This design comes from an exercise in tuning for small area, a short achievable clock period and few clock cycles per item on the open sky130 flow, not from production work. RTL that was checked went through simulation tests only; none was proved equivalent to the original. For runs 4 and 5, only the layout was checked, not whether the RTL still works. Power and IR drop assume default switching activity.

<file path="flow/run.sh">
#!/bin/bash
# Layout flow: the standard ORFS flow (standard.sh) with three changes:
#  - synthesis leaves the adders to ABC (no ADDER_MAP_FILE, so no fa/ha cells) and maps the
#    logic with flow/abc_map.script (a 60 s &deepsyn restructuring, then ABC's area mapper)
#    in place of ORFS's ABC script;
#    everything else in the synthesis, registers included, is the standard flow's own synth_recipe.tcl;
#  - port buffers use the platform's plain buf_1 cell instead of the one buffer_ports picks;
#  - clock tree: small clock buffers and no dummy loads.
# Each step's full output goes to a log file of its own here; ORFS keeps its per-step logs
# under orfs/logs/.
set -euo pipefail
W=$PWD
export BUFFER_PORTS_ARGS="-buffer_cell sky130_fd_sc_hd__buf_1"
export CTS_ARGS="-sink_clustering_enable -repair_clock_nets -dont_use_dummy_load -buf_list {sky130_fd_sc_hd__clkbuf_4 sky130_fd_sc_hd__clkbuf_8} -root_buf sky130_fd_sc_hd__clkbuf_8"

# synth_recipe.tcl with every "abc -script X ..." call given flow/abc_map.script as X
cat > "$W/synth_abc.tcl" <<TCL
proc abc {args} {
  set i [lsearch -exact \$args -script]
  if {\$i >= 0} { set args [lreplace \$args [expr {\$i + 1}] [expr {\$i + 1}] {$W/flow/abc_map.script}] }
  yosys abc {*}\$args
}
source {$W/synth_recipe.tcl}
TCL
sed "s#SYNTH_SCRIPT=[^ ]*#SYNTH_SCRIPT=$W/synth_abc.tcl ADDER_MAP_FILE=#" standard.sh > my_standard.sh
grep -q "SYNTH_SCRIPT=$W/synth_abc.tcl ADDER_MAP_FILE=" my_standard.sh

bash my_standard.sh synth > synth.log 2>&1
bash my_standard.sh > layout.log 2>&1
</file>
<file path="flow/abc_map.script">
strash
&get -n
&deepsyn -T 60
&put
dch -f
amap
topo
stime -c
buffer -c
upsize -c
dnsize -c
</file>
<file path="design.v">
package sigmoid_pkg;
  function automatic integer sig_one(input integer f);
    sig_one = 1 << f;
  endfunction
  function automatic integer sig_sat_pos(input integer f);
    sig_sat_pos = 4 << f;
  endfunction
  function automatic integer sig_sat_neg(input integer f);
    sig_sat_neg = -(4 << f);
  endfunction
endpackage
module sigmoid_core (
  input  logic [7:0] t,
  output logic [6:0] q
);
  wire t0 = (t[0] & t[5]) ^ (t[1] & t[4]);
  wire t1 = (t[0] & t[5]) & (t[1] & t[4]);
  wire t2 = (t[0] & t[6]) ^ (t[1] & t[5]);
  wire t3 = (t[0] & t[6]) & (t[1] & t[5]);
  wire t4 = (t[0] & t[7]) ^ (t[1] & t[6]) ^ (t[2] & t[5]);
  wire t5 = ((t[0] & t[7]) & (t[1] & t[6])) | ((t[0] & t[7]) & (t[2] & t[5])) | ((t[1] & t[6]) & (t[2] & t[5]));
  wire t6 = (t[1] & t[7]) ^ (t[2] & t[6]) ^ (t[3] & t[5]);
  wire t7 = ((t[1] & t[7]) & (t[2] & t[6])) | ((t[1] & t[7]) & (t[3] & t[5])) | ((t[2] & t[6]) & (t[3] & t[5]));
  wire t8 = (t[2] & t[7]) ^ (t[3] & t[6]) ^ (t[4] & t[5]);
  wire t9 = ((t[2] & t[7]) & (t[3] & t[6])) | ((t[2] & t[7]) & (t[4] & t[5])) | ((t[3] & t[6]) & (t[4] & t[5]));
  wire t10 = (t[0] & t[3]) ^ (t[1] & t[2]);
  wire t11 = (t[0] & t[3]) & (t[1] & t[2]);
  wire t12 = (t[0] & t[4]) ^ (t[1] & t[3]);
  wire t13 = (t[0] & t[4]) & (t[1] & t[3]);
  wire t14 = t0 ^ (t[2] & t[3]) ^ t[3];
  wire t15 = (t0 & (t[2] & t[3])) | (t0 & t[3]) | ((t[2] & t[3]) & t[3]);
  wire t16 = t1 ^ t2 ^ (t[2] & t[4]);
  wire t17 = (t1 & t2) | (t1 & (t[2] & t[4])) | (t2 & (t[2] & t[4]));
  wire t18 = t3 ^ t4 ^ (t[4] & ~t[3]);
  wire t19 = (t3 & t4) | (t3 & (t[4] & ~t[3])) | (t4 & (t[4] & ~t[3]));
  wire t20 = t5 ^ t6 ^ (t[3] & t[4]);
  wire t21 = (t5 & t6) | (t5 & (t[3] & t[4])) | (t6 & (t[3] & t[4]));
  wire t22 = t7 ^ t8 ^ t[5];
  wire t23 = (t7 & t8) | (t7 & t[5]) | (t8 & t[5]);
  wire t24 = t9 ^ (t[3] & t[7]) ^ (t[4] & t[6]);
  wire t25 = (t9 & (t[3] & t[7])) | (t9 & (t[4] & t[6])) | ((t[3] & t[7]) & (t[4] & t[6]));
  wire t26 = (t[4] & t[7]) ^ (t[5] & t[6]) ^ t[6];
  wire t27 = ((t[4] & t[7]) & (t[5] & t[6])) | ((t[4] & t[7]) & t[6]) | ((t[5] & t[6]) & t[6]);
  wire t28 = (t[0] & t[1]) ^ t[1];
  wire t29 = (t[0] & t[1]) & t[1];
  wire t30 = t10 ^ t[2];
  wire t31 = t10 & t[2];
  wire t32 = t11 ^ t12;
  wire t33 = t11 & t12;
  wire t34 = t13 ^ t14;
  wire t35 = t13 & t14;
  wire t36 = t15 ^ t16;
  wire t37 = t15 & t16;
  wire t38 = t17 ^ t18;
  wire t39 = t17 & t18;
  wire t40 = t19 ^ t20;
  wire t41 = t19 & t20;
  wire t42 = t21 ^ t22;
  wire t43 = t21 & t22;
  wire t44 = t23 ^ t24;
  wire t45 = t23 & t24;
  wire t46 = t25 ^ t26;
  wire t47 = t25 & t26;
  wire t48 = t27 ^ (t[5] & t[7]);
  wire t49 = t27 & (t[5] & t[7]);
  wire t50 = (t[6] & t[7]) ^ t[7];
  wire t51 = (t[6] & t[7]) & t[7];
  wire t52 = (t[0] & t[2]) & t29;
  wire t53 = (t[0] & t[2]) & t28;
  wire t54 = t33 | (t32 & t31);
  wire t55 = t32 & t30;
  wire t56 = t37 | (t36 & t35);
  wire t57 = t36 & t34;
  wire t58 = t41 | (t40 & t39);
  wire t59 = t40 & t38;
  wire t60 = t45 | (t44 & t43);
  wire t61 = t44 & t42;
  wire t62 = t49 | (t48 & t47);
  wire t63 = t48 & t46;
  wire t64 = t35 | (t34 & t54);
  wire t65 = t34 & t55;
  wire t66 = t56 | (t57 & t54);
  wire t67 = t57 & t55;
  wire t68 = t43 | (t42 & t58);
  wire t69 = t42 & t59;
  wire t70 = t60 | (t61 & t58);
  wire t71 = t61 & t59;
  wire t72 = t51 | (t50 & t62);
  wire t73 = t50 & t63;
  wire t74 = t31 | (t30 & t52);
  wire t75 = t54 | (t55 & t52);
  wire t76 = t64 | (t65 & t52);
  wire t77 = t66 | (t67 & t52);
  wire t78 = t47 | (t46 & t70);
  wire t79 = t46 & t71;
  wire t80 = t62 | (t63 & t70);
  wire t81 = t63 & t71;
  wire t82 = t72 | (t73 & t70);
  wire t83 = t73 & t71;
  wire t84 = t39 | (t38 & t77);
  wire t85 = t58 | (t59 & t77);
  wire t86 = t68 | (t69 & t77);
  wire t87 = t70 | (t71 & t77);
  wire t88 = t78 | (t79 & t77);
  wire t89 = t80 | (t81 & t77);
  wire t90 = t82 | (t83 & t77);
  wire t91 = (t[0] & t[2]) ^ t29;
  wire t92 = t30 ^ t52;
  wire t93 = t32 ^ t74;
  wire t94 = t34 ^ t75;
  wire t95 = t36 ^ t76;
  wire t96 = t38 ^ t77;
  wire t97 = t40 ^ t84;
  wire t98 = t42 ^ t85;
  wire t99 = t44 ^ t86;
  wire t100 = t46 ^ t87;
  wire t101 = t48 ^ t88;
  wire t102 = t50 ^ t89;
  assign q = {t90, t102, t101, t100, t99, t98, t97};
endmodule
module sigmoid_lane (
  input  logic        clk,
  input  logic        i_en,
  input  logic        i_mode,    
  input  logic [15:0] i_x,
  input  logic        r_mode,    
  output logic [15:0] o_y,
  output logic        o_sat
);
  logic       w_neg;
  logic       w_sat;
  logic [7:0] w_xs;      
  logic       w_lo;      
  logic [7:0] w_po;      
  logic [7:0] w_pa;      
  logic [7:0] w_t;
  assign w_neg = i_x[15];
  always_comb begin
    if (i_mode) begin
      w_sat = w_neg ? (~&i_x[14:9]  | ~|i_x[8:0]) : |i_x[14:9];
      w_xs  = i_x[8:1];
      w_lo  = i_x[0];
    end else begin
      w_sat = w_neg ? (~&i_x[14:10] | ~|i_x[9:0]) : |i_x[14:10];
      w_xs  = i_x[9:2];
      w_lo  = |i_x[1:0];
    end
    w_po[0] = 1'b0;
    w_pa[0] = 1'b1;
    for (int i = 1; i < 8; i++) begin
      w_po[i] = w_po[i-1] | w_xs[i-1];
      w_pa[i] = w_pa[i-1] & w_xs[i-1];
    end
    for (int i = 0; i < 8; i++)
      w_t[i] = w_xs[i] ^ (w_neg ? (w_lo & w_pa[i]) : w_po[i]);
    if (w_sat) w_t = 8'd1;
  end
  logic [7:0] r1_t;
  logic       r1_neg;
  logic       r1_sat;
  always_ff @(posedge clk) begin
    if (i_en) begin
      r1_t   <= w_t;
      r1_neg <= w_neg;
      r1_sat <= w_sat;
    end
  end
  logic [6:0] w_q;
  sigmoid_core u_core (
    .t (r1_t),
    .q (w_q)
  );
  logic [6:0] r2_q;
  logic       r2_t8;
  logic       r2_neg;
  logic       r2_sat;
  always_ff @(posedge clk) begin
    if (i_en) begin
      r2_q   <= w_q;
      r2_t8  <= ~|r1_t;
      r2_neg <= r1_neg;
      r2_sat <= r1_sat;
    end
  end
  logic [7:0] w_p;
  logic [8:0] w_sig;
  logic       w_pos;
  assign w_pos = ~r2_neg;
  always_comb begin
    w_p[0] = 1'b0;
    w_p[1] = r2_q[0];
    w_p[2] = |r2_q[1:0];
    w_p[3] = |r2_q[2:0];
    w_p[4] = |r2_q[3:0];
    w_p[5] = w_p[4] | r2_q[4];
    w_p[6] = w_p[4] | (|r2_q[5:4]);
    w_p[7] = w_p[4] | (|r2_q[6:4]);
    for (int i = 0; i < 7; i++) w_sig[i] = r2_q[i] ^ (w_pos & w_p[i]);
    w_sig[7] = r2_t8 | (w_pos & w_p[7]);
    w_sig[8] = w_pos & ~r2_t8 & ~w_p[7];
  end
  always_comb begin
    if (r_mode) o_y = {{7{~w_sig[8] & ~w_sig[7]}}, ~w_sig[7], w_sig[6:0], 1'b0};   
    else        o_y = {7'd0, w_sig};
  end
  assign o_sat = r2_sat;
endmodule
module sigmoid_pipe #(
  parameter int W     = 16,
  parameter int F     = W / 2,
  parameter int LANES = 4
) (
  input  logic               clk,
  input  logic               rst,
  input  logic               in_valid,
  output logic               in_ready,
  input  logic [LANES*W-1:0] in_data,
  input  logic               in_mode,
  output logic               out_valid,
  input  logic               out_ready,
  output logic [LANES*W-1:0] out_data,
  output logic [LANES-1:0]   out_sat
);
  logic       w_en;
  logic [1:0] r_vld;
  logic [1:0] r_mode;
  logic       w_mode;
  assign w_mode = in_mode;
  assign w_en      = !r_vld[1] || out_ready;
  assign in_ready  = w_en;
  assign out_valid = r_vld[1];
  always_ff @(posedge clk) begin
    if (rst)       r_vld <= '0;
    else if (w_en) r_vld <= {r_vld[0], in_valid};
  end
  always_ff @(posedge clk) begin
    if (w_en) r_mode <= {r_mode[0], w_mode};
  end
  for (genvar g = 0; g < LANES; g++) begin : g_lane
    sigmoid_lane u_lane (
      .clk    (clk),
      .i_en   (w_en),
      .i_mode (w_mode),
      .i_x    (in_data[g*W +: W]),
      .r_mode (r_mode[1]),
      .o_y    (out_data[g*W +: W]),
      .o_sat  (out_sat[g])
    );
  end
endmodule
</file>
<file path="constraint.sdc">
create_clock -name core_clock -period 7.0 [get_ports {clk}]
set_input_delay 1.4000 -clock core_clock [delete_from_list [all_inputs] [get_ports {clk}]]
set_output_delay 1.4000 -clock core_clock [all_outputs]
set_load 0.01 [all_outputs]
</file>
<file path="standard.sh">
#!/bin/bash
# synth_recipe.tcl (not shown) runs the flow's synth.tcl, then flattens the netlist and writes it again
# the make line also repeats each setting of config.mk as NAME=value (left out here)
make -C /OpenROAD-flow-scripts/flow DESIGN_CONFIG=/design/flow/config.mk WORK_HOME=/design/flow/orfs CLKGATE_MAP_FILE= SYNTH_SCRIPT=/design/flow/synth_recipe.tcl "${@:-finish}"
</file>
<file path="config.mk">
export PLATFORM = sky130hd
export DESIGN_NAME = sigmoid_pipe
export DESIGN_NICKNAME = sigmoid_pipe
export VERILOG_FILES = /design/flow/design.v
export SDC_FILE = /design/flow/constraint.sdc
export NUM_CORES = 4
export LEC_CHECK = 0
export ABC_AREA = 1
export CAP_MARGIN = 20
export CELL_PAD_IN_SITES_DETAIL_PLACEMENT = 0
export CELL_PAD_IN_SITES_GLOBAL_PLACEMENT = 0
export CORE_MARGIN = 2
export CORE_UTILIZATION = 40
export SETUP_SLACK_MARGIN = 3.2
export SLEW_MARGIN = 20
</file>
==> results of run 1 <==
-- through the flow --
stage | util, % | instance area [um^2] | power [uW] | hold slack [ns] | cells
global route | 45.6 | 7850 | 1340 | 0.433 | 1316
CTS | 44.6 | 7690 | 1240 | 0.428 | 1304
floorplan | - | 7020 | 897 | 0.400 | 974
global placement | 43.8 | 7550 | 980 | 0.407 | 1295
detailed placement | 43.8 | 7550 | 983 | 0.408 | 1295
finish | 45.6 | 7850 | 1250 | 0.426 | 1316
-- report_power, final --
group | internal (uW) | switching (uW)
combinational | 145 | 237
clock | 115 | 141
sequential | 586 | 29.2
total | 845 | 407
-- layout make-up --
cell class / instances / area share, %
well taps: 225 / 3.59
clock buffers: 9 / 1.58
inverters: 116 / 5.78
repair buffers: 152 / 8.08
flip-flops and latches: 84 / 31.9
multi-input cells: 730 / 49.1
-- registers in the layout (all words and copies together) (netlist names) --
name	cells
r_mode	2
g_lane.u_lane.r1_sat	4
g_lane.u_lane.r1_t	32
g_lane.u_lane.r2_t8	4
g_lane.u_lane.r2_neg	4
r_vld	2
g_lane.u_lane.r2_sat	4
g_lane.u_lane.r1_neg	4
g_lane.u_lane.r2_q	28
-- metal layers --
layer	vias up	GRT usage [%]	part of all wire, %
met1	2850	27.1	56
met2	192	21.7	37
met3	14	1.45	5.0
met4	0	5.79	1.8
met5	-	0	0
li1	3711	-	-
-- cell usage in the layout (no fill, tap or decap), types with 17 or more instances in the layout --
cell type / instances
a21oi_1: 83
nand2_1: 90
o22ai_1: 46
o21ai_1: 41
buf_1: 137
inv_2: 19
edfxtp_1: 82
nor2_1: 209
o21ai_0: 55
o22a_1: 20
a211oi_1: 17
inv_1: 91
nor3_1: 22
o21a_1: 20
-- path summary, 6_finish.rpt --
path | from | to | slack [ns] | depth (start not counted)
min | g_lane[0].u_lane.r1_sat$_DFFE_PP_ | g_lane[0].u_lane.r2_sat$_DFFE_PP_ | 0.43 | 0
max | r_mode[1]$_DFFE_PP_ | out_data[15] | 3.34 | 4
min reg2reg | g_lane[0].u_lane.r1_sat$_DFFE_PP_ | g_lane[0].u_lane.r2_sat$_DFFE_PP_ | 0.43 | 0
max reg2reg | g_lane[0].u_lane.r1_t[5]$_SDFFCE_PP0P_ | g_lane[0].u_lane.r2_q[5]$_DFFE_PP_ | 3.73 | 21
-- kinds of logic after synthesis --
kind of cell / count (synthesis) / share of synthesized area, %
AND/OR/NAND/NOR: 388 / 23.7
AO/OA/AOI/OAI: 342 / 30.2
flip-flops: 84 / 35.7
buffers and inverters: 160 / 10.3
-- cells in the mapped netlist, drive strengths merged --
| cell type | instances | area (um^2) |
|---|---|---|
| a2111oi | 8 | 70.1 |
| a211oi | 17 | 128 |
| a21o | 6 | 46.3 |
| a21oi | 85 | 433 |
| a222oi | 4 | 40.0 |
| a22oi | 5 | 37.5 |
| a31oi | 6 | 37.5 |
| a41oi | 3 | 26.3 |
| and2 | 4 | 25.0 |
| and2b | 1 | 7.51 |
| buf | 34 | 241 |
| clkbuf | 10 | 37.5 |
| clkinv | 2 | 12.5 |
| dfxtp | 2 | 40.0 |
| edfxtp | 82 | 2460 |
| inv | 114 | 433 |
| nand2 | 93 | 357 |
| nand3 | 8 | 40.0 |
| nand4 | 12 | 75.1 |
| nor2 | 213 | 815 |
| nor2b | 16 | 108 |
| nor3 | 22 | 110 |
| nor3b | 2 | 15.0 |
| nor4 | 7 | 43.8 |
| o211ai | 1 | 7.51 |
| o21a | 20 | 150 |
| o21ai | 102 | 533 |
| o21bai | 3 | 22.5 |
| o22a | 20 | 175 |
| o22ai | 49 | 307 |
| o31ai | 9 | 67.6 |
| o32ai | 4 | 35.0 |
| or2 | 6 | 37.5 |
| or4 | 4 | 30.0 |
-- repair_timing --
action | CTS | global route
gates resized for setup | 3 | 17
buffers inserted | 0 | 12
setup endpoints to repair | 15 | 49
pin swaps | 0 | 1
==> impl_summary.txt, run 1 <==
----------------------------------------------------
[Synth]
  Number of different library cells in the post-synthesis netlist ... 49
  Number of warnings issued by yosys ... 2
  Cell count after synthesis ... 974
  Mapped Nets ... 1043
  Area of the mapped netlist ... 0.00701 mm^2
  Syn Area/Cell ... 7.19 um^2
  Sequential-to-total area share from yosys stat ... 35.7%
  Number of synthesized register bits ... 84

[Critical path]
  Slowest cell on the critical path ... nor3_1
  CP Launch Type ... flip-flop
  Bufs and invs on worst path ... 3
  Critical path's top delay family ... buffers and inverters
  Delay of the slowest critical-path stage ... 0.60 ns
  Critical path capture point type ... primary output
  Cells traversed along the worst timing path ... buf_4, inv_1, nor3_1, buf_1
  Worst setup path class ... reg -> out
  Required time worst endpoint ... 5.60 ns
  Critical Path AT ... 2.26 ns
  Maximum fanout along the worst path ... 53

[GRT]
  Congestion Overflow GR ... 0
  Global Route Usage Sum ... 16.4%
  Pin count of the biggest net entering global routing ... 83
  First-pass GRT wire length ... 25300 um
  Vias in the first global route ... 5430
  Initial antenna violation count ... 0

[STA]
  Crit path time final ... 3.66 ns
  Layout Skew ... 0.0238 ns
  Total count of max-transition violations in the final report ... 0
  RSZ-0062 raised after global routing ... yes
  Ratio of final minimum period to clock period ... 52.3%
  Highest achievable clock rate ... 273 MHz
  Final hold vios ... 0
  Min setup slack post-route ... 3.34 ns
  Slew at the pin closest to its max-slew limit ... 0.971 ns
  Setup violators final ... 0
  Worst slew margin ... 35.3%
  Fin Setup TNS ... 0 ns

[Placed design]
  Routability congestion estimate from global placement ... 0.834
  Number of buffers added on ports ... 138
  Worst Setup Slack post-DPL ... 2.26 ns
  Post-DP HPWL ... 11900 um

[CTS]
  H-tree levels ... 3
  Cts bufs inserted ... 9
  Post-CTS Hold Buffers ... 0
  Num Clock Sinks ... 84
  Clock transition at path regs ... 0.07 ns
  Max clock buf depth ... 2
  TritonCTS clock tree ... yes
  Root Buffer Master ... clkbuf_8
  Source-to-sink clock delay at the later pin of the worst-skew pair ... 0.36 ns

[Pwr]
  Worst IR drop on VDD ... 0.0779 mV
  Leakage dissipation ... 0.00288 uW
  Cell area power density ... 160 mW/mm^2

[Finish]
  Synthesis-to-layout area growth ... 12.1%
  Final-layout fill cell count ... 1801
  Net total in the final layout ... 1162
  Area of the multi-input gates ... 0.00386 mm^2
  Share of cells above drive strength 1 ... 7.33%
  Number of diodes added for antenna fixing ... 0
  FF+latch area ... 0.00250 mm^2

[Floorplanning]
  Initial standard-cell utilization of the core ... 40.6%
  Die span in x ... 136 um
  Die area ... 0.0186 mm^2
  Die Span Y ... 136 um
  Area of the core region ... 0.0172 mm^2
  Std cell rows ... 48
  I/O pins ... 139

[Detailed routing]
  Starting DRT DRC Count ... 392
  Post-detailed-route via-to-cell ratio ... 5.14
  Number of optimization iterations in the first detailed-route pass ... 4
  Remaining number of nets flagged by the antenna check after routing ... 0
  Via Count ... 6767
  Drt total wl ... 15200 um
  Post-DR wirelength/cell ... 11.6 um
  DRC violation count after routing ... 0

[Job]
  Max-cap violations ... 0

[Run status]
  Status ... timing/DRC/antenna clean

[Min path]
  Hold crit path type ... reg -> reg

----------------------------------------------------
Testbench counts, summed over its fixed seeds: cycles 8,016, items 8,000.
==> run 2: changes to the inputs <==
--- a/config.mk
+++ b/config.mk
@@ -7,9 +7,7 @@
 export LEC_CHECK = 0
 export ABC_AREA = 1
 export CAP_MARGIN = 20
-export CELL_PAD_IN_SITES_DETAIL_PLACEMENT = 0
-export CELL_PAD_IN_SITES_GLOBAL_PLACEMENT = 0
 export CORE_MARGIN = 2
 export CORE_UTILIZATION = 40
-export SETUP_SLACK_MARGIN = 3.2
+export SETUP_SLACK_MARGIN = 3.0
 export SLEW_MARGIN = 20
==> run 2 against run 1 <==
Net effect: via count is 2.1% lower; die area stayed put; cell count is 0.91% lower; power is 2.1% lower; first-iteration DRC count is 12% lower; largest cell class unchanged; largest power group unchanged; highest routed layer unchanged.
==> impl_summary.txt, run 2 <==
----------------------------------------------------
[CTS]
  Root Buffer Master ... clkbuf_8
  Post-CTS Hold Buffers ... 0
  Setup Buffers After CTS ... 0
  TritonCTS clock tree ... yes
  Source-to-sink clock delay at the later pin of the worst-skew pair ... 0.36 ns
  H-tree levels ... 3
  Num Clock Sinks ... 84
  Clock transition at path regs ... 0.08 ns
  Max clock buf depth ... 2
  Cts bufs inserted ... 9

[GRT]
  Congestion Overflow GR ... 0
  First-pass GRT wire length ... 24900 um
  Pin count of the biggest net entering global routing ... 83
  Global Route Usage Sum ... 16.2%
  Vias in the first global route ... 5369
  Initial antenna violation count ... 0

[Critical path]
  Slowest cell on the critical path ... edfxtp_1
  Delay of the slowest critical-path stage ... 0.42 ns
  Cells traversed along the worst timing path ... o31ai_1, o21ai_0, inv_1, o21ai_0, nor2_1, nor2_1, nor2_1, nor2_1, nor2_1, o21a_1, buf_1
  Worst Setup SP ... g_lane[1].u_lane.r2_q[1]$_DFFE_PP_
  Critical Path AT ... 2.31 ns
  Maximum fanout along the worst path ... 4
  Bufs and invs on worst path ... 2
  CP Launch Type ... flip-flop
  Required time worst endpoint ... 5.60 ns
  Cell repeated most along the worst path ... nor2_1
  Worst setup path class ... reg -> out
  Critical path capture point type ... primary output
  Reg-to-reg critical path startpoint ... g_lane[0].u_lane.r1_t[5]$_SDFFCE_PP0P_
  Critical path's top delay family ... compound AO/OA/AOI/OAI gates

[Job]
  Max-cap violations ... 0

[Synth]
  Leading area contributor after synthesis ... edfxtp_1
  Most numerous cell in the Yosys netlist ... nor2_1
  Top post-synthesis cells by count ... 209 x nor2_1, 92 x inv_1, 90 x nand2_1
  Sequential-to-total area share from yosys stat ... 35.7%
  Async S/R FF share, synth ... 0%
  EDFF count, synth ... 82
  Cell types with the largest area share after synthesis ... edfxtp_1 35%, nor2_1 11%, a21oi_1 5.9%
  Fraction of synthesized cell area taken by the top area cell type ... 35.1%
  Number of different library cells in the post-synthesis netlist ... 49
  Cell count after synthesis ... 974
  Main synth FF type ... edfxtp_1
  Mapped Nets ... 1043
  Syn Area/Cell ... 7.19 um^2
  Area of the mapped netlist ... 0.00701 mm^2
  Number of warnings issued by yosys ... 2
  Number of synthesized register bits ... 84

[Floorplanning]
  Die span in x ... 136 um
  Initial standard-cell utilization of the core ... 40.6%
  I/O pins ... 139
  Die area ... 0.0186 mm^2
  Std cell rows ... 48
  Area of the core region ... 0.0172 mm^2
  Die Span Y ... 136 um

[Finish]
  Largest register by flop count ... g_lane.u_lane.r1_t
  Share of cells above drive strength 1 ... 5.65%
  Largest registers ... g_lane.u_lane.r1_t: 32 flops, g_lane.u_lane.r2_q: 28 flops
  Number of diodes added for antenna fixing ... 0
  Largest register FFs ... 32
  Synthesis-to-layout area growth ... 9.82%
  Net total in the final layout ... 1150
  Leading cell type in the layout, fill and taps excluded ... nor2_1
  Utilization of the core after routing ... 44.6%
  Number of non-filler instances in the completed layout ... 1304
  Leading cell types in the layout, fill and taps excluded ... 209 x nor2_1, 137 x buf_1, 91 x inv_1

[STA]
  Crit path time final ... 3.71 ns
  Final hold vios ... 0
  Fin Setup TNS ... 0 ns
  Slew at the pin closest to its max-slew limit ... 0.986 ns
  Min setup slack post-route ... 3.29 ns
  Worst slew margin ... 34.3%
  Setup violators final ... 0
  RSZ-0062 raised after global routing ... yes
  Layout Skew ... 0.0278 ns
  Highest achievable clock rate ... 269 MHz
  Ratio of final minimum period to clock period ... 53.0%
  Total count of max-transition violations in the final report ... 0

[Detailed routing]
  DRC violation count after routing ... 0
  Post-DR wirelength/cell ... 11.4 um
  Via Count ... 6627
  Number of optimization iterations in the first detailed-route pass ... 5
  Remaining number of nets flagged by the antenna check after routing ... 0
  Post-detailed-route via-to-cell ratio ... 5.08
  Starting DRT DRC Count ... 346
  Drt total wl ... 14900 um

[Pwr]
  Seq pwr share ... 50.0%
  Leakage dissipation ... 0.00281 uW
  Combinational fraction of design power ... 29.5%
  Cell area power density ... 159 mW/mm^2
  Sw power ... 395 uW
  Internal power of the cells ... 831 uW
  Clock network fraction of design power ... 20.6%
  Worst IR drop on VDD ... 0.0667 mV
  Sw frac ... 32.2%

[Min path]
  Hold crit path type ... reg -> reg
  Hold wc startpoint ... g_lane[0].u_lane.r1_sat$_DFFE_PP_

[Placed design]
  Post-DP HPWL ... 11900 um
  Worst Setup Slack post-DPL ... 2.27 ns
  Number of placed instances, taps included ... 1295
  Routability congestion estimate from global placement ... 0.819
  Number of buffers added on ports ... 138

[Run status]
  Status ... timing/DRC/antenna clean

----------------------------------------------------
-- run 2: layout make-up --
type | count | area, um^2
Fill cell | 1790 | 9540
Multi-Input combinational cell | 730 | 3790
Sequential cell | 84 | 2500
Timing Repair Buffer | 140 | 541
Inverter | 116 | 452
Tap cell | 225 | 282
Clock buffer | 9 | 124
-- run 2: metal layers --
layer | GRT usage, % | share of wire, %
met1 | 26.3 | 56
met2 | 22.3 | 37
met3 | 1.42 | 5.6
met4 | 4.69 | 0.96
met5 | 0 | 0
-- run 2: stage by stage --
stage               instance area (um^2)  power, uW  hold WS (ns)
finish                              7690       1230         0.423
global route                        7690       1310         0.438
CTS                                 7680       1240         0.426
detailed placement                  7550        982         0.407
global placement                    7550        980         0.405
floorplan                           7010        897         0.400
-- run 2: cells by family (layout without fill, tap and decap cells) --
group	count (synthesis)	count (layout)	synth area share, %
flops	84	84	35.7
compound gates	342	342	30.2
simple gates	388	388	23.7
buf+inv	160	265	10.3
-- run 2: worst paths after layout --
| check | slack, ns | to | depth (start not counted) |
|---|---|---|---|
| min reg2reg | 0.42 | g_lane[0].u_lane.r2_sat$_DFFE_PP_ | 0 |
| max | 3.29 | out_data[24] | 11 |
| min | 0.42 | g_lane[0].u_lane.r2_sat$_DFFE_PP_ | 0 |
| max reg2reg | 3.70 | g_lane[0].u_lane.r2_q[5]$_DFFE_PP_ | 21 |
-- run 2: power by group through the flow --
stage                     Clock, uW  Combinational [uW]  Sequential (uW)
after floorplan                   0                 282              614
after global placement            0                 356              623
after detailed placement          0                 359              624
after CTS                       263                 361              613
after global routing            282                 413              618
final                           252                 361              612
-- run 2: worst reg2reg max path, cell delays in order, from the launching register on --
cell and delay [ns]:
edfxtp_1 0.58, clkinv_4 0.14, nor2_4 0.13, nor2_2 0.05
a21oi_2 0.16, and2b_1 0.17, a31oi_1 0.05, o21ai_2 0.10
o31ai_1 0.12, or2_1 0.25, nand2_1 0.10, nor2_1 0.06
a21o_1 0.17, nor2_2 0.12, nor2_1 0.07, nor2_2 0.14
a21oi_2 0.06, o21ai_2 0.15, nand2_2 0.08, o21ai_2 0.08
nand2_2 0.08, o22a_1 0.18
-- run 2: repair_timing --
action,in CTS,in global routing
setup endpoints to repair,11,15
resized for setup,2,4
hold endpoints to repair,0,0
==> run 3: changes to the inputs <==
--- a/config.mk
+++ b/config.mk
@@ -9,5 +9,5 @@
 export CAP_MARGIN = 20
 export CORE_MARGIN = 2
 export CORE_UTILIZATION = 40
-export SETUP_SLACK_MARGIN = 3.0
+export SETUP_SLACK_MARGIN = 3.3
 export SLEW_MARGIN = 20
==> run 3 against run 2 <==
Net effect: hold slack gained 0.0028 ns; first-iteration DRC count shrank 3.8%; clock skew shrank 0.0040 ns; still clean; cell count grew 1.8%; highest routed layer unchanged; die area is the same; core utilization grew 1.9 points; clock power grew 2%; register-to-register slack gained 0.03 ns.
==> impl_summary.txt, run 3 <==
----------------------------------------------------
[Run status]
  Status ... timing/DRC/antenna clean

[Critical path]
  Worst setup slack for register-to-register paths ... 3.73 ns
  Required time worst endpoint ... 5.60 ns
  Reg-to-Reg End ... g_lane[0].u_lane.r2_q[5]$_DFFE_PP_
  CP Launch Type ... flip-flop
  Critical Path AT ... 2.22 ns
  Maximum fanout along the worst path ... 3
  Reg-to-reg critical path startpoint ... g_lane[0].u_lane.r1_t[5]$_SDFFCE_PP0P_
  Worst reg-to-reg path cell count ... 21
  Critical path capture point type ... primary output
  Worst setup path class ... reg -> out

[GRT]
  Congestion Overflow GR ... 0
  First-pass GRT wire length ... 25200 um
  Global Route Usage Sum ... 16.4%
  Vias in the first global route ... 5430
  Pin count of the biggest net entering global routing ... 83
  Initial antenna violation count ... 0

[CTS]
  Post-CTS Hold Buffers ... 0
  Num Clock Sinks ... 84
  Root Buffer Master ... clkbuf_8
  Cts bufs inserted ... 9
  Max clock buf depth ... 2
  Source-to-sink clock delay at the later pin of the worst-skew pair ... 0.36 ns
  TritonCTS clock tree ... yes
  H-tree levels ... 3
  Clock transition at path regs ... 0.07 ns

[Finish]
  Number of non-filler instances in the completed layout ... 1327
  Largest registers ... g_lane.u_lane.r1_t: 32 flops, g_lane.u_lane.r2_q: 28 flops
  Synthesis-to-layout area growth ... 14.6%
  Largest register FFs ... 32
  Leading cell type in the layout, fill and taps excluded ... nor2_1
  Number of diodes added for antenna fixing ... 0
  Largest register by flop count ... g_lane.u_lane.r1_t
  Leading cell types in the layout, fill and taps excluded ... 204 x nor2_1, 131 x buf_1, 90 x nand2_1
  Share of cells above drive strength 1 ... 10.7%
  Net total in the final layout ... 1173

[Detailed routing]
  Via Count ... 6802
  Post-detailed-route via-to-cell ratio ... 5.13
  Remaining number of nets flagged by the antenna check after routing ... 0
  DRC violation count after routing ... 0
  Starting DRT DRC Count ... 333
  Drt total wl ... 15400 um
  Number of optimization iterations in the first detailed-route pass ... 6
  Post-DR wirelength/cell ... 11.6 um

[Synth]
  Leading area contributor after synthesis ... edfxtp_1
  Syn Area/Cell ... 7.19 um^2
  Fraction of synthesized cell area taken by the top area cell type ... 35.1%
  Number of warnings issued by yosys ... 2
  EDFF count, synth ... 82
  Cell types with the largest area share after synthesis ... edfxtp_1 35%, nor2_1 11%, a21oi_1 5.9%
  Number of different library cells in the post-synthesis netlist ... 49
  Number of synthesized register bits ... 84
  Cell count after synthesis ... 974
  Main synth FF type ... edfxtp_1
  Area of the mapped netlist ... 0.00701 mm^2
  Async S/R FF share, synth ... 0%
  Most numerous cell in the Yosys netlist ... nor2_1
  Mapped Nets ... 1043
  Sequential-to-total area share from yosys stat ... 35.7%
  Top post-synthesis cells by count ... 209 x nor2_1, 92 x inv_1, 90 x nand2_1

[Floorplanning]
  Area of the core region ... 0.0172 mm^2
  Die span in x ... 136 um
  Die area ... 0.0186 mm^2
  Die Span Y ... 136 um
  I/O pins ... 139
  Std cell rows ... 48
  Initial standard-cell utilization of the core ... 40.6%

[Min path]
  Hold Path Depth ... 0
  Worst Hold Path EP ... g_lane[0].u_lane.r2_sat$_DFFE_PP_
  Hold crit path type ... reg -> reg
  Hold wc startpoint ... g_lane[0].u_lane.r1_sat$_DFFE_PP_

[Pwr]
  Seq pwr share ... 48.2%
  Worst IR drop on VDD ... 0.0782 mV
  Cell area power density ... 159 mW/mm^2
  Sw power ... 417 uW
  Leakage dissipation ... 0.00296 uW
  Sw frac ... 32.6%
  Combinational fraction of design power ... 31.8%
  Clock network fraction of design power ... 20.0%
  Internal power of the cells ... 862 uW

[STA]
  Total count of max-transition violations in the final report ... 0
  Final hold vios ... 0
  Slew at the pin closest to its max-slew limit ... 0.980 ns
  RSZ-0062 raised after global routing ... yes
  Setup violators final ... 0
  Fin Setup TNS ... 0 ns
  Ratio of final minimum period to clock period ... 51.7%
  Crit path time final ... 3.62 ns
  Layout Skew ... 0.0238 ns
  Worst slew margin ... 34.7%
  Highest achievable clock rate ... 276 MHz

[Job]
  Max-cap violations ... 0

[Placed design]
  Number of buffers added on ports ... 138
  Routability congestion estimate from global placement ... 0.834
  Post-DP HPWL ... 11900 um
  Number of placed instances, taps included ... 1295

----------------------------------------------------
run 3: power groups by stage:
stage               Sequential, uW  Combinational (uW)  Clock [uW]
finish                         616                 407         256
floorplan                      614                 283           0
global route                   621                 463         284
global placement               623                 357           0
detailed placement             624                 359           0
CTS                            615                 364         267
run 3: cell families (layout without fill, tap and decap cells):
family | count (synthesis) | in the layout | synth area share, %
simple gates | 388 | 388 | 23.7
flops | 84 | 84 | 35.7
buf+inv | 160 | 288 | 10.3
compound gates | 342 | 342 | 30.2
run 3: worst max-delay path, stage by stage, from the launching register on:
cell and delay, ns:
edfxtp_1 0.45, o31ai_4 0.34, o21ai_2 0.10, inv_1 0.07
o21ai_1 0.09, nor2_2 0.16, nor2_2 0.06, nor2_2 0.15
nor2_1 0.05, nor2_1 0.14, o21a_1 0.14, clkbuf_2 0.13
run 3: layer usage:
metal  GRT usage (%)  part of all wire, %
met1            27.0                   56
met2            21.7                   38
met3            1.45                  4.9
met4            5.79                  1.7
met5               0                    0
run 3: metrics by stage:
stage | util, % | power [uW] | instance area, um^2 | hold slack [ns] | worst slack (ns)
after global placement | 43.8 | 980 | 7550 | 0.407 | 2.31
after global routing | 46.6 | 1370 | 8030 | 0.433 | 3.22
after CTS | 44.8 | 1250 | 7710 | 0.428 | 3.29
final | 46.6 | 1280 | 8030 | 0.426 | 3.38
after floorplan | - | 897 | 7020 | 0.400 | 3.07
after detailed placement | 43.8 | 983 | 7550 | 0.408 | 2.26
run 3: repair_timing:
| item | 4_1_cts | 5_1_grt |
|---|---|---|
| endpoints found under the setup margin | 43 | 50 |
| gates cloned | 0 | 0 |
| buffers inserted | 0 | 23 |
| pin swaps | 0 | 17 |
| gates resized for setup | 8 | 50 |
run 3: cell type report:
type                       count  area [um^2]
clock buffer                   9          124
sequential                    84         2500
multi-input combinational    730         3930
tap                          225          282
inverter                     116          460
fill                        1792         9210
timing repair buffer         163          729
run 3: worst max-delay path by stage:
stage | start | endpoint
floorplan | out_ready | in_ready
global route | in_data[15] | g_lane[0].u_lane.r1_t[7]$_SDFFCE_PP0P_
CTS | in_mode | g_lane[0].u_lane.r1_t[7]$_SDFFCE_PP0P_
finish | g_lane[0].u_lane.r2_q[2]$_DFFE_PP_ | out_data[8]
detailed placement | in_mode | g_lane[0].u_lane.r1_t[7]$_SDFFCE_PP0P_
global placement | in_mode | g_lane[0].u_lane.r1_t[7]$_SDFFCE_PP0P_
==> run 4: changes to the inputs <==
--- a/design.v
+++ b/design.v
@@ -123,6 +123,7 @@
   input  logic        i_en,
   input  logic        i_mode,    
   input  logic [15:0] i_x,
+  input  logic        r1_mode,   
   input  logic        r_mode,    
   output logic [15:0] o_y,
   output logic        o_sat
@@ -174,8 +175,10 @@
   logic       r2_t8;
   logic       r2_neg;
   logic       r2_sat;
+  logic       r2_ext;    
   always_ff @(posedge clk) begin
     if (i_en) begin
+      r2_ext <= r1_mode & r1_neg & |r1_t;
       r2_q   <= w_q;
       r2_t8  <= ~|r1_t;
       r2_neg <= r1_neg;
@@ -200,8 +203,8 @@
     w_sig[8] = w_pos & ~r2_t8 & ~w_p[7];
   end
   always_comb begin
-    if (r_mode) o_y = {{7{~w_sig[8] & ~w_sig[7]}}, ~w_sig[7], w_sig[6:0], 1'b0};   
-    else        o_y = {7'd0, w_sig};
+    if (r_mode) o_y = {{7{r2_ext}}, ~w_sig[7], w_sig[6:0], 1'b0};   
+    else        o_y = {{7{r2_ext}}, w_sig};
   end
   assign o_sat = r2_sat;
 endmodule
@@ -242,6 +245,7 @@
       .i_en   (w_en),
       .i_mode (w_mode),
       .i_x    (in_data[g*W +: W]),
+      .r1_mode(r_mode[0]),
       .r_mode (r_mode[1]),
       .o_y    (out_data[g*W +: W]),
       .o_sat  (out_sat[g])
--- a/config.mk
+++ b/config.mk
@@ -9,5 +9,5 @@
 export CAP_MARGIN = 20
 export CORE_MARGIN = 2
 export CORE_UTILIZATION = 40
-export SETUP_SLACK_MARGIN = 3.3
+export SETUP_SLACK_MARGIN = 3.2
 export SLEW_MARGIN = 20
==> run 4 against run 3 <==
Net effect: still clean on timing, DRC and antenna; non-clock buffer count shrank 7; fmax grew 0.35%; combinational power grew 41%; core utilization is 1.0 points lower; clock power grew 2%; largest power group unchanged.
==> impl_summary.txt, run 4 <==
----------------------------------------------------
[Critical path]
  Worst reg-to-reg path cell count ... 20
  Worst setup slack for register-to-register paths ... 3.70 ns
  Maximum fanout along the worst path ... 3
  Worst setup path class ... reg -> out
  Reg-to-Reg End ... g_lane[3].u_lane.r2_q[5]$_DFFE_PP_
  Critical Path AT ... 2.21 ns
  CP Launch Type ... flip-flop
  Required time worst endpoint ... 5.60 ns
  Reg-to-reg critical path startpoint ... g_lane[3].u_lane.r1_t[6]$_SDFFCE_PP0P_
  Critical path capture point type ... primary output

[Synth]
  Largest family of logic cells by synthesized area ... compound AO/OA/AOI/OAI gates
  Area of the mapped netlist ... 0.00722 mm^2
  Number of synthesized register bits ... 88
  EDFF count, synth ... 86
  Number of warnings issued by yosys ... 2
  Sequential-to-total area share from yosys stat ... 36.3%
  Number of different library cells in the post-synthesis netlist ... 49
  Syn Area/Cell ... 7.32 um^2
  Share of synthesized cell area in full adder, half adder and majority cells ... 0%
  Cell types with the largest area share after synthesis ... edfxtp_1 36%, nor2_1 8.7%, o21ai_0 6.2%
  Complex-gate fraction of the synthesized area ... 29.4%
  Most numerous cell in the Yosys netlist ... nor2_1
  Simple-gate share of the synthesized area ... 23.3%
  Leading area contributor after synthesis ... edfxtp_1
  Area share of xor/xnor cells in the synthesized design ... 0%
  Main synth FF type ... edfxtp_1
  Top post-synthesis cells by count ... 167 x nor2_1, 113 x nand2_1, 107 x inv_1
  Async S/R FF share, synth ... 0%
  Cell count after synthesis ... 986
  Fraction of synthesized cell area taken by the top area cell type ... 35.8%
  Proportion of synthesized area in mux cells ... 0%
  Mapped Nets ... 1055

[STA]
  Layout Skew ... 0.0213 ns
  Ratio of final minimum period to clock period ... 51.5%
  Setup violators final ... 0
  Fin Setup TNS ... 0 ns
  Total count of max-transition violations in the final report ... 0
  Min setup slack post-route ... 3.39 ns
  RSZ-0062 raised after global routing ... no
  Final hold vios ... 0
  Crit path time final ... 3.61 ns
  Slew at the pin closest to its max-slew limit ... 0.693 ns
  Worst hold margin ... 0.422 ns
  Worst slew margin ... 53.8%
  Highest achievable clock rate ... 277 MHz

[Detailed routing]
  DRC violation count after routing ... 0
  Starting DRT DRC Count ... 360
  Post-detailed-route via-to-cell ratio ... 5.09
  Post-DR wirelength/cell ... 11.8 um
  Via Count ... 6777
  Number of optimization iterations in the first detailed-route pass ... 4
  Remaining number of nets flagged by the antenna check after routing ... 0
  Drt total wl ... 15800 um

[Min path]
  Worst Hold Path EP ... g_lane[0].u_lane.r2_sat$_DFFE_PP_
  Hold crit path type ... reg -> reg
  Hold Path Depth ... 0
  Hold wc startpoint ... g_lane[0].u_lane.r1_sat$_DFFE_PP_

[Job]
  Max-cap violations ... 0

[GRT]
  Met1 layer usage reported by global route ... 25.9%
  Met2 Use GR ... 21.2%
  Global Route Usage Sum ... 15.7%
  GR Layer Usage met3 ... 1.73%
  Congestion Overflow GR ... 0
  Busiest metal layer after global routing ... met1
  Initial antenna violation count ... 0
  First-pass GRT wire length ... 25800 um
  Pin count of the biggest net entering global routing ... 50
  Vias in the first global route ... 5493

[Pwr]
  Worst IR drop on VDD ... 0.112 mV
  Seq pwr share ... 45.3%
  Cell area power density ... 188 mW/mm^2
  Sw frac ... 36.2%
  Clock network fraction of design power ... 17.1%
  Combinational fraction of design power ... 37.5%
  Internal power of the cells ... 975 uW
  Leakage dissipation ... 0.00302 uW
  Sw power ... 553 uW

[CTS]
  Source-to-sink clock delay at the later pin of the worst-skew pair ... 0.35 ns
  Clock transition at path regs ... 0.07 ns
  Num Clock Sinks ... 88
  Root Buffer Master ... clkbuf_8
  Max clock buf depth ... 2
  TritonCTS clock tree ... yes
  H-tree levels ... 3
  Cts bufs inserted ... 9

[Finish]
  Net total in the final layout ... 1173
  FF+latch area ... 0.00262 mm^2
  Largest register by flop count ... g_lane.u_lane.r1_t
  Leading cell types in the layout, fill and taps excluded ... 161 x nor2_1, 128 x buf_1, 113 x nand2_1
  Largest registers ... g_lane.u_lane.r1_t: 32 flops, g_lane.u_lane.r2_q: 28 flops
  Utilization of the core after routing ... 45.5%
  Leading cell type in the layout, fill and taps excluded ... nor2_1
  Area of the multi-input gates ... 0.00389 mm^2
  Final-layout fill cell count ... 1828
  Synthesis-to-layout area growth ... 12.5%
  Largest register FFs ... 32
  Number of diodes added for antenna fixing ... 0
  Share of cells above drive strength 1 ... 11.2%

[Floorplanning]
  Std cell rows ... 49
  Area of the core region ... 0.0178 mm^2
  Die span in x ... 138 um
  Die area ... 0.0191 mm^2
  I/O pins ... 139
  Die Span Y ... 138 um
  Initial standard-cell utilization of the core ... 40.5%

[Placed design]
  Routability congestion estimate from global placement ... 0.848
  Post-DP HPWL ... 12000 um
  Worst Setup Slack post-DPL ... 1.95 ns
  Number of buffers added on ports ... 138

[Run status]
  Status ... timing/DRC/antenna clean

----------------------------------------------------
run 4: cell type report:
class	instances	share of cell area, %
Multi-Input combinational cell	721	47.9
Tap cell	229	3.53
Sequential cell	88	32.3
Timing Repair Buffer	156	8.58
Inverter	128	6.16
Clock buffer	9	1.52
run 4: per-layer routing:
metal | up-vias | part of all wire (%)
li1 | 3706 | -
met1 | 2872 | 54
met2 | 188 | 39
met3 | 11 | 5.7
met4 | 0 | 1.0
met5 | - | 0
run 4: worst max path at each step:
stage	from	end	slack (ns)	cells past startpoint
final	g_lane[1].u_lane.r2_q[1]$_DFFE_PP_	out_data[24]	3.39	13
after global routing	in_mode	g_lane[2].u_lane.r1_t[7]$_SDFFCE_PP0P_	3.17	17
after CTS	in_mode	g_lane[2].u_lane.r1_t[7]$_SDFFCE_PP0P_	3.17	19
after detailed placement	in_mode	g_lane[2].u_lane.r1_t[7]$_SDFFCE_PP0P_	1.95	19
after global placement	in_mode	g_lane[2].u_lane.r1_t[7]$_SDFFCE_PP0P_	2.09	19
after floorplan	out_ready	in_ready	3.03	2
run 4: stage by stage:
stage / power [uW] / instances / cell area, um^2
after CTS: 1500 / 1316 / 7900
after detailed placement: 1240 / 1306 / 7740
after global placement: 1230 / 1306 / 7740
after global routing: 1640 / 1331 / 8130
after floorplan: 1110 / 986 / 7230
final: 1530 / 1331 / 8130
run 4: critical path, stage by stage (launching register included):
cell	delay [ns]
edfxtp_1	0.40
o21ai_1	0.17
nand2_1	0.08
nand2_1	0.10
o21ai_1	0.09
inv_1	0.09
o21ai_2	0.06
inv_1	0.06
o21ai_0	0.12
nor2_1	0.20
nor2_1	0.06
nor2_1	0.14
o21a_1	0.15
clkbuf_2	0.13
run 4: kinds of logic (layout without fill, tap and decap cells):
group | count (synthesis) | after routing
AO/OA/AOI/OAI | 341 | 341
buffers and inverters | 177 | 293
flip-flops | 88 | 88
AND/OR/NAND/NOR | 380 | 380
run 4: what timing repair did:
action	4_1_cts	5_1_grt
cloned	0	2
buffers inserted	1	13
pin swaps	0	12
hold buffers	0	0
resized for setup	5	52
endpoints found under the setup margin	32	19
run 4: power groups by stage:
stage               clock network (uW)  logic [uW]  registers [uW]
CTS                                271         538             692
finish                             262         573             692
detailed placement                   0         531             705
floorplan                            0         427             686
global route                       288         653             701
global placement                     0         526             704
==> run 5: changes to the inputs <==
--- a/design.v
+++ b/design.v
@@ -132,7 +132,8 @@
   logic       w_sat;
   logic [7:0] w_xs;      
   logic       w_lo;      
-  logic [7:0] w_po;      
+  logic [7:0] w_y;
+  logic       w_cin;
   logic [7:0] w_pa;      
   logic [7:0] w_t;
   assign w_neg = i_x[15];
@@ -146,14 +147,17 @@
       w_xs  = i_x[9:2];
       w_lo  = |i_x[1:0];
     end
-    w_po[0] = 1'b0;
+    w_y     = w_xs ^ {8{~w_neg}};
+    w_cin   = ~w_neg | w_lo;
     w_pa[0] = 1'b1;
-    for (int i = 1; i < 8; i++) begin
-      w_po[i] = w_po[i-1] | w_xs[i-1];
-      w_pa[i] = w_pa[i-1] & w_xs[i-1];
-    end
-    for (int i = 0; i < 8; i++)
-      w_t[i] = w_xs[i] ^ (w_neg ? (w_lo & w_pa[i]) : w_po[i]);
+    w_pa[1] = w_y[0];
+    w_pa[2] = &w_y[1:0];
+    w_pa[3] = w_pa[2] & w_y[2];
+    w_pa[4] = w_pa[2] & (&w_y[3:2]);
+    w_pa[5] = w_pa[4] & w_y[4];
+    w_pa[6] = w_pa[4] & (&w_y[5:4]);
+    w_pa[7] = w_pa[4] & (&w_y[6:4]);
+    w_t = w_y ^ (w_pa & {8{w_cin}});
     if (w_sat) w_t = 8'd1;
   end
   logic [7:0] r1_t;
==> run 5 against run 4 <==
Net effect: still clean; sequential share of layout area down 0.69 points; synthesized area up 2.3%; cell count up 2.6%; critical endpoint is now out_data[56]; largest power group unchanged.
==> impl_summary.txt, run 5 <==
----------------------------------------------------
[Run status]
  Status ... timing/DRC/antenna clean

[Pwr]
  Total chip power ... 1320 uW
  Internal power of the cells ... 881 uW
  Sw frac ... 33.1%
  Worst IR drop on VDD ... 0.0861 mV
  Seq pwr share ... 49.2%
  Sw power ... 435 uW
  Cell area power density ... 158 mW/mm^2
  Combinational fraction of design power ... 30.0%
  Leakage dissipation ... 0.00307 uW
  Clock network fraction of design power ... 20.8%

[Finish]
  Number of diodes added for antenna fixing ... 0
  Leading cell type in the layout, fill and taps excluded ... nor2_1
  Net total in the final layout ... 1208
  Largest register by flop count ... g_lane.u_lane.r1_t
  Synthesis-to-layout area growth ... 12.4%
  Largest registers ... g_lane.u_lane.r1_t: 32 flops, g_lane.u_lane.r2_q: 28 flops
  Final design area excluding fillers ... 0.00830 mm^2
  Largest register FFs ... 32
  Share of cells above drive strength 1 ... 12.0%
  Leading cell types in the layout, fill and taps excluded ... 215 x nor2_1, 132 x buf_1, 121 x nand2_1

[CTS]
  Clock transition at path regs ... 0.07 ns
  Num Clock Sinks ... 88
  TritonCTS clock tree ... yes
  Cts bufs inserted ... 9
  Source-to-sink clock delay at the later pin of the worst-skew pair ... 0.37 ns
  Max clock buf depth ... 2
  Post-CTS Hold Buffers ... 0
  H-tree levels ... 3
  Root Buffer Master ... clkbuf_8

[Critical path]
  Critical path capture point type ... primary output
  Worst setup path class ... reg -> out
  Required time worst endpoint ... 5.60 ns
  CP Launch Type ... flip-flop
  Reg-to-reg critical path startpoint ... g_lane[1].u_lane.r1_t[5]$_SDFFCE_PP0P_
  Bufs and invs on worst path ... 2
  Critical Path AT ... 2.22 ns
  Worst setup slack for register-to-register paths ... 3.89 ns
  Reg-to-Reg End ... g_lane[1].u_lane.r2_q[5]$_DFFE_PP_
  Cell repeated most along the worst path ... nor2_1
  Worst reg-to-reg path cell count ... 21
  Slowest cell on the critical path ... edfxtp_1
  Instance count on the critical path ... 11
  Delay of the slowest critical-path stage ... 0.44 ns
  Maximum fanout along the worst path ... 3
  Cells traversed along the worst timing path ... o31ai_4, o21ai_0, inv_1, o21ai_0, nor2_1, nor2_1, nor2_1, nor2_1, nor2_2, o21a_1, buf_1
  Critical path's top delay family ... compound AO/OA/AOI/OAI gates

[Detailed routing]
  Number of optimization iterations in the first detailed-route pass ... 6
  Post-detailed-route via-to-cell ratio ... 5.19
  Via Count ... 7085
  Starting DRT DRC Count ... 430
  Remaining number of nets flagged by the antenna check after routing ... 0
  Drt total wl ... 16700 um
  Post-DR wirelength/cell ... 12.2 um
  DRC violation count after routing ... 0

[Synth]
  Proportion of synthesized area in mux cells ... 0%
  Cell count after synthesis ... 1019
  Number of different library cells in the post-synthesis netlist ... 56
  Complex-gate fraction of the synthesized area ... 29.4%
  Fraction of synthesized cell area taken by the top area cell type ... 35.0%
  Number of warnings issued by yosys ... 2
  EDFF count, synth ... 86
  Number of synthesized register bits ... 88
  Area of the mapped netlist ... 0.00739 mm^2
  Main synth FF type ... edfxtp_1
  Mapped Nets ... 1088
  Simple-gate share of the synthesized area ... 25.7%
  Cell types with the largest area share after synthesis ... edfxtp_1 35%, nor2_1 11%, a21oi_1 6.9%
  Share of synthesized cell area in full adder, half adder and majority cells ... 0%
  Largest family of logic cells by synthesized area ... compound AO/OA/AOI/OAI gates
  Top post-synthesis cells by count ... 218 x nor2_1, 121 x nand2_1, 102 x a21oi_1
  Syn Area/Cell ... 7.25 um^2
  Sequential-to-total area share from yosys stat ... 35.5%
  Async S/R FF share, synth ... 0%
  Leading area contributor after synthesis ... edfxtp_1
  Area share of xor/xnor cells in the synthesized design ... 0%
  Most numerous cell in the Yosys netlist ... nor2_1

[STA]
  Highest achievable clock rate ... 276 MHz
  Total count of max-transition violations in the final report ... 0
  Worst slew margin ... 28.8%
  Layout Skew ... 0.0224 ns
  Slew at the pin closest to its max-slew limit ... 1.07 ns
  RSZ-0062 raised after global routing ... no
  Final hold vios ... 0
  Min setup slack post-route ... 3.38 ns
  Ratio of final minimum period to clock period ... 51.8%
  Setup violators final ... 0
  Fin Setup TNS ... 0 ns
  Crit path time final ... 3.62 ns

[Min path]
  Worst Hold Path EP ... g_lane[1].u_lane.r2_sat$_DFFE_PP_
  Hold Path Depth ... 0
  Hold crit path type ... reg -> reg
  Hold wc startpoint ... g_lane[1].u_lane.r1_sat$_DFFE_PP_

[Floorplanning]
  Std cell rows ... 49
  I/O pins ... 139
  Area of the core region ... 0.0180 mm^2
  Die span in x ... 140 um
  Die area ... 0.0196 mm^2
  Initial standard-cell utilization of the core ... 41.0%
  Die Span Y ... 140 um

[Job]
  Max-cap violations ... 0

[Placed design]
  Worst Setup Slack post-DPL ... 2.50 ns
  Post-DP HPWL ... 12700 um
  Post-Place Cell Area ... 0.00790 mm^2
  Routability congestion estimate from global placement ... 0.834
  Number of buffers added on ports ... 138

[GRT]
  Pin count of the biggest net entering global routing ... 84
  First-pass GRT wire length ... 28000 um
  Congestion Overflow GR ... 0
  Initial antenna violation count ... 0
  Global Route Usage Sum ... 17.0%
  Vias in the first global route ... 6018

----------------------------------------------------
## run 5: changes by cell type in the layout (fill, tap and decap cells not counted), moves of 7 or more
| cell | previous run | this run |
|---|---|---|
| nor2_1 | 161 | 215 |
| a21oi_1 | 57 | 101 |
| o22ai_1 | 68 | 30 |
| inv_1 | 102 | 72 |
| o22a_1 | 4 | 17 |
| nor2b_1 | 11 | 0 |
| o21ai_0 | 75 | 66 |
| nand2_1 | 113 | 121 |
| a211oi_1 | 7 | 14 |
| a21oi_2 | 6 | 13 |
## run 5: worst reg2reg max path: cells and delay by family (launching register included)
family,cells,cell delay [ns]
compound gates,10,1.17
simple gates,9,0.99
flops,1,0.54
buf+inv,2,0.16
## run 5: power by group through the flow
stage | Clock [uW] | Sequential (uW) | Combinational (uW)
6_report | 273 | 647 | 395
2_1_floorplan | 0 | 646 | 285
3_5_place_dp | 0 | 655 | 362
5_1_grt | 303 | 652 | 450
4_1_cts | 286 | 644 | 367
3_3_place_gp | 0 | 655 | 360
## run 5: final cells by class
type	instances	area, um^2
multi-input cells	780	4160
repair inverters	2	15.0
well taps	229	287
inverters	98	378
repair buffers	160	721
fillers	1839	9720
flip-flops and latches	88	2620
clock buffers	9	124
## run 5: what timing repair did
action,CTS,global route
gates resized for setup,4,32
setup buffers,0,18
endpoints found under the setup margin,23,40
gates cloned,2,1
pin swaps,0,12
## run 5: cell families (layout without fill, tap and decap cells)
group | after synthesis | in the layout
and+or+nand+nor | 434 | 434
AOI/OAI and AO/OA | 346 | 346
buffers and inverters | 151 | 269
DFF | 88 | 88
## run 5: per-layer routing
metal | vias up | track usage, % | part of all wire [%]
met2 | 191 | 24.8 | 40
met5 | - | 0 | 0
met3 | 14 | 2.19 | 4.8
li1 | 3833 | - | -
met4 | 0 | 4.79 | 1.5
met1 | 3047 | 26.4 | 53
## run 5: worst max path at each step
stage	end	startpoint	slack, ns
6_report	out_data[56]	g_lane[3].u_lane.r2_q[0]$_DFFE_PP_	3.38
5_1_grt	out_data[24]	g_lane[1].u_lane.r2_q[2]$_DFFE_PP_	3.16
4_1_cts	g_lane[1].u_lane.r1_t[7]$_SDFFCE_PP0P_	in_mode	3.18
3_5_place_dp	g_lane[1].u_lane.r1_t[7]$_SDFFCE_PP0P_	in_mode	2.50
3_3_place_gp	g_lane[1].u_lane.r1_t[7]$_SDFFCE_PP0P_	in_mode	2.57
2_1_floorplan	in_ready	out_ready	3.03
## run 5: stage by stage
stage	utilization (%)	hold slack [ns]	std cells
after floorplan	-	0.400	1019
after global placement	43.8	0.405	1336
after detailed placement	43.8	0.411	1336
after CTS	44.7	0.429	1347
after global routing	46.1	0.442	1366
final	46.1	0.427	1366
==> run 6: changes to the inputs <==
--- a/design.v
+++ b/design.v
@@ -123,7 +123,6 @@
   input  logic        i_en,
   input  logic        i_mode,    
   input  logic [15:0] i_x,
-  input  logic        r1_mode,   
   input  logic        r_mode,    
   output logic [15:0] o_y,
   output logic        o_sat
@@ -179,10 +178,8 @@
   logic       r2_t8;
   logic       r2_neg;
   logic       r2_sat;
-  logic       r2_ext;    
   always_ff @(posedge clk) begin
     if (i_en) begin
-      r2_ext <= r1_mode & r1_neg & |r1_t;
       r2_q   <= w_q;
       r2_t8  <= ~|r1_t;
       r2_neg <= r1_neg;
@@ -207,8 +204,8 @@
     w_sig[8] = w_pos & ~r2_t8 & ~w_p[7];
   end
   always_comb begin
-    if (r_mode) o_y = {{7{r2_ext}}, ~w_sig[7], w_sig[6:0], 1'b0};   
-    else        o_y = {{7{r2_ext}}, w_sig};
+    if (r_mode) o_y = {{7{~w_sig[8] & ~w_sig[7]}}, ~w_sig[7], w_sig[6:0], 1'b0};   
+    else        o_y = {7'd0, w_sig};
   end
   assign o_sat = r2_sat;
 endmodule
@@ -249,7 +246,6 @@
       .i_en   (w_en),
       .i_mode (w_mode),
       .i_x    (in_data[g*W +: W]),
-      .r1_mode(r_mode[0]),
       .r_mode (r_mode[1]),
       .o_y    (out_data[g*W +: W]),
       .o_sat  (out_sat[g])
==> run 6 against run 5 <==
Net effect: non-clock buffer count fell by 4; synthesized cell count decreased by 1.9%; design area down 4.4%; combinational power decreased by 5.6%; largest power group unchanged; clock skew hardly changed; still clean; routed wire length is 2.1% higher; flip-flop and latch count decreased by 4; die area shrank 4.3%; power fell by 4.6%; setup slack improved by 0.035 ns; global-route usage rose by 0.78 points.
==> impl_summary.txt, run 6 <==
----------------------------------------------------
[Critical path]
  Required time worst endpoint ... 5.60 ns
  Reg-to-reg critical path startpoint ... g_lane[2].u_lane.r1_t[5]$_SDFFCE_PP0P_
  Critical path capture point type ... primary output
  Maximum fanout along the worst path ... 3
  Cells traversed along the worst timing path ... o31ai_4, o21ai_1, inv_1, o21ai_0, nor2_1, nor2_1, nor2_1, nor2_1, nor2_1, o21a_1, buf_1
  Critical Path AT ... 2.19 ns
  Worst setup slack for register-to-register paths ... 3.75 ns
  Reg-to-Reg End ... g_lane[2].u_lane.r2_q[5]$_DFFE_PP_
  Cell repeated most along the worst path ... nor2_1
  CP Launch Type ... flip-flop
  Worst Setup SP ... g_lane[1].u_lane.r2_q[2]$_DFFE_PP_
  Worst reg-to-reg path cell count ... 22
  Slowest cell on the critical path ... edfxtp_1
  Worst setup path class ... reg -> out
  Delay of the slowest critical-path stage ... 0.45 ns

[CTS]
  TritonCTS clock tree ... yes
  Source-to-sink clock delay at the later pin of the worst-skew pair ... 0.36 ns
  Max clock buf depth ... 2
  Cts bufs inserted ... 9
  Clock transition at path regs ... 0.08 ns
  Root Buffer Master ... clkbuf_8
  Num Clock Sinks ... 84
  H-tree levels ... 3

[Finish]
  Largest registers ... g_lane.u_lane.r1_t: 32 flops, g_lane.u_lane.r2_q: 28 flops
  Number of diodes added for antenna fixing ... 0
  Leading cell types in the layout, fill and taps excluded ... 224 x nor2_1, 135 x buf_1, 116 x nand2_1
  Final-layout fill cell count ... 1784
  Net total in the final layout ... 1188
  Share of cells above drive strength 1 ... 7.79%
  Leading cell type in the layout, fill and taps excluded ... nor2_1
  Synthesis-to-layout area growth ... 12.4%
  Largest register FFs ... 32
  Largest register by flop count ... g_lane.u_lane.r1_t

[STA]
  Slew at the pin closest to its max-slew limit ... 1.07 ns
  Min setup slack post-route ... 3.41 ns
  Ratio of final minimum period to clock period ... 51.3%
  Setup violators final ... 0
  Worst slew margin ... 28.7%
  Fin Setup TNS ... 0 ns
  Crit path time final ... 3.59 ns
  Highest achievable clock rate ... 279 MHz
  Layout Skew ... 0.0221 ns
  Total count of max-transition violations in the final report ... 0
  Final hold vios ... 0
  RSZ-0062 raised after global routing ... no

[Detailed routing]
  Post-DR wirelength/cell ... 12.7 um
  Post-detailed-route via-to-cell ratio ... 5.23
  Starting DRT DRC Count ... 497
  Remaining number of nets flagged by the antenna check after routing ... 0
  Drt total wl ... 17100 um
  Via Count ... 7023
  Number of optimization iterations in the first detailed-route pass ... 4
  DRC violation count after routing ... 0

[GRT]
  Global Route Usage Sum ... 17.8%
  First-pass GRT wire length ... 26500 um
  Initial antenna violation count ... 0
  Pin count of the biggest net entering global routing ... 84
  Congestion Overflow GR ... 0
  Vias in the first global route ... 5640

[Floorplanning]
  Die span in x ... 137 um
  Die area ... 0.0187 mm^2
  Initial standard-cell utilization of the core ... 40.8%
  Area of the core region ... 0.0173 mm^2
  Std cell rows ... 48
  I/O pins ... 139
  Die Span Y ... 137 um

[Synth]
  Number of different library cells in the post-synthesis netlist ... 53
  Leading area contributor after synthesis ... edfxtp_1
  Top post-synthesis cells by count ... 226 x nor2_1, 116 x nand2_1, 104 x a21oi_1
  Mapped Nets ... 1069
  Main synth FF type ... edfxtp_1
  EDFF count, synth ... 82
  Cell types with the largest area share after synthesis ... edfxtp_1 35%, nor2_1 12%, a21oi_1 7.4%
  Cell count after synthesis ... 1000
  Async S/R FF share, synth ... 0%
  Number of synthesized register bits ... 84
  Syn Area/Cell ... 7.06 um^2
  Sequential-to-total area share from yosys stat ... 35.5%
  Area of the mapped netlist ... 0.00706 mm^2
  Most numerous cell in the Yosys netlist ... nor2_1
  Number of warnings issued by yosys ... 2
  Fraction of synthesized cell area taken by the top area cell type ... 34.9%

[Placed design]
  Routability congestion estimate from global placement ... 0.863
  Worst Setup Slack post-DPL ... 2.32 ns
  Number of buffers added on ports ... 138
  Post-DP HPWL ... 13000 um

[Run status]
  Status ... timing/DRC/antenna clean

[Pwr]
  Cell area power density ... 158 mW/mm^2
  Worst IR drop on VDD ... 0.0867 mV
  Leakage dissipation ... 0.00298 uW

[Job]
  Max-cap violations ... 0

[Min path]
  Hold crit path type ... reg -> reg
  Worst Hold Path EP ... g_lane[2].u_lane.r2_neg$_DFFE_PP_
  Hold Path Depth ... 0
  Hold wc startpoint ... g_lane[2].u_lane.r1_neg$_DFFE_PP_

----------------------------------------------------
run 6: metal layers:
layer  GRT usage [%]  share of wire [%]  vias up
li1                -                  -     3762
met1            25.7                 49     3069
met2            27.5                 44      185
met3            3.30                6.5        7
met4            4.70               0.75        0
met5               0                  0        -
run 6: worst max-delay path by stage:
stage / endpoint / cells past startpoint / slack (ns)
2_1_floorplan: in_ready / 2 / 3.07
3_3_place_gp: g_lane[1].u_lane.r1_t[7]$_SDFFCE_PP0P_ / 15 / 2.41
3_5_place_dp: g_lane[1].u_lane.r1_t[7]$_SDFFCE_PP0P_ / 15 / 2.32
4_1_cts: g_lane[1].u_lane.r1_t[7]$_SDFFCE_PP0P_ / 15 / 3.19
5_1_grt: out_data[56] / 11 / 3.12
6_report: out_data[24] / 11 / 3.41
run 6: per-stage QoR:
step / power, uW / hold slack, ns / instances / instance area [um^2] / util, %
6_report: 1250 / 0.420 / 1342 / 7940 / 45.9
5_1_grt: 1340 / 0.439 / 1342 / 7940 / 45.9
4_1_cts: 1240 / 0.422 / 1327 / 7740 / 44.8
3_5_place_dp: 965 / 0.405 / 1318 / 7600 / 44.0
3_3_place_gp: 962 / 0.402 / 1318 / 7600 / 44.0
2_1_floorplan: 878 / 0.400 / 1000 / 7070 / -
run 6: cell type report:
type                            instances  area, um^2  area share (%)
Multi-Input combinational cell        774        4000            50.4
Sequential cell                        84        2500            31.5
Timing Repair Buffer                  156         671            8.45
Inverter                               94         359            4.53
Tap cell                              225         282            3.55
Clock buffer                            9         124            1.56
run 6: power by group:
part           internal, uW  switching [uW]
combinational           139             234
sequential              584            26.9
clock                   115             156
total                   838             416
run 6: worst max-delay path: cells and delay by family, from the launching register on:
kind	cells	cell delay, ns
AO/OA/AOI/OAI	4	0.65
AND/OR/NAND/NOR	5	0.50
flip-flops	1	0.45
buffers and inverters	2	0.23
run 6: cells by family after synthesis:
kind of cell,after synthesis,share of synthesized area [%]
compound gates,337,29.2
buf+inv,142,9.08
flops,84,35.5
simple gates,437,26.3
run 6: what timing repair did:
item | in CTS | in global routing
buffers inserted | 0 | 15
gates resized for setup | 4 | 25
pin swaps | 0 | 8
hold buffers | 0 | 0
setup endpoints to repair | 37 | 29
Testbench counts of run 6, summed over its fixed seeds: cycles 8,016, items 8,000.

separate check: timing with driven ports:
The results above use ideal ports. As a check the final layouts listed here were re-extracted and re-timed, cells and wires unchanged. Step 1, drivers: a clkbuf_16 drives clk and a buf_2 each remaining input, both assumed. Step 2 times the ports against the registers' clock, not the clock port: input delays grow and output delays shrink by t, the midpoint of the rising clock arrivals with the driver on. Three values: ideal ports, drivers, drivers and shift; two values: the first two.
run | t (ns) | slack for setup (ns) | clock arrival spread, ns
run 1 | 0.379 | 3.340 / 3.306 / 3.098 | 0.024 / 0.023
run 2 | 0.377 | 3.289 / 3.254 / 2.914 | 0.028 / 0.027
run 3 | 0.378 | 3.379 / 3.345 / 3.182 | 0.024 / 0.024
run 4 | 0.381 | 3.392 / 3.330 / 2.950 | 0.021 / 0.021
run 5 | 0.394 | 3.377 / 3.339 / 3.076 | 0.023 / 0.022
run 6 | 0.388 | 3.412 / 3.374 / 3.111 | 0.023 / 0.024
After both steps setup and hold are still met in every run listed. For run 4, which loses most, drivers alone change the setup slack by -0.062 ns; drivers and shift together by -0.442 ns.
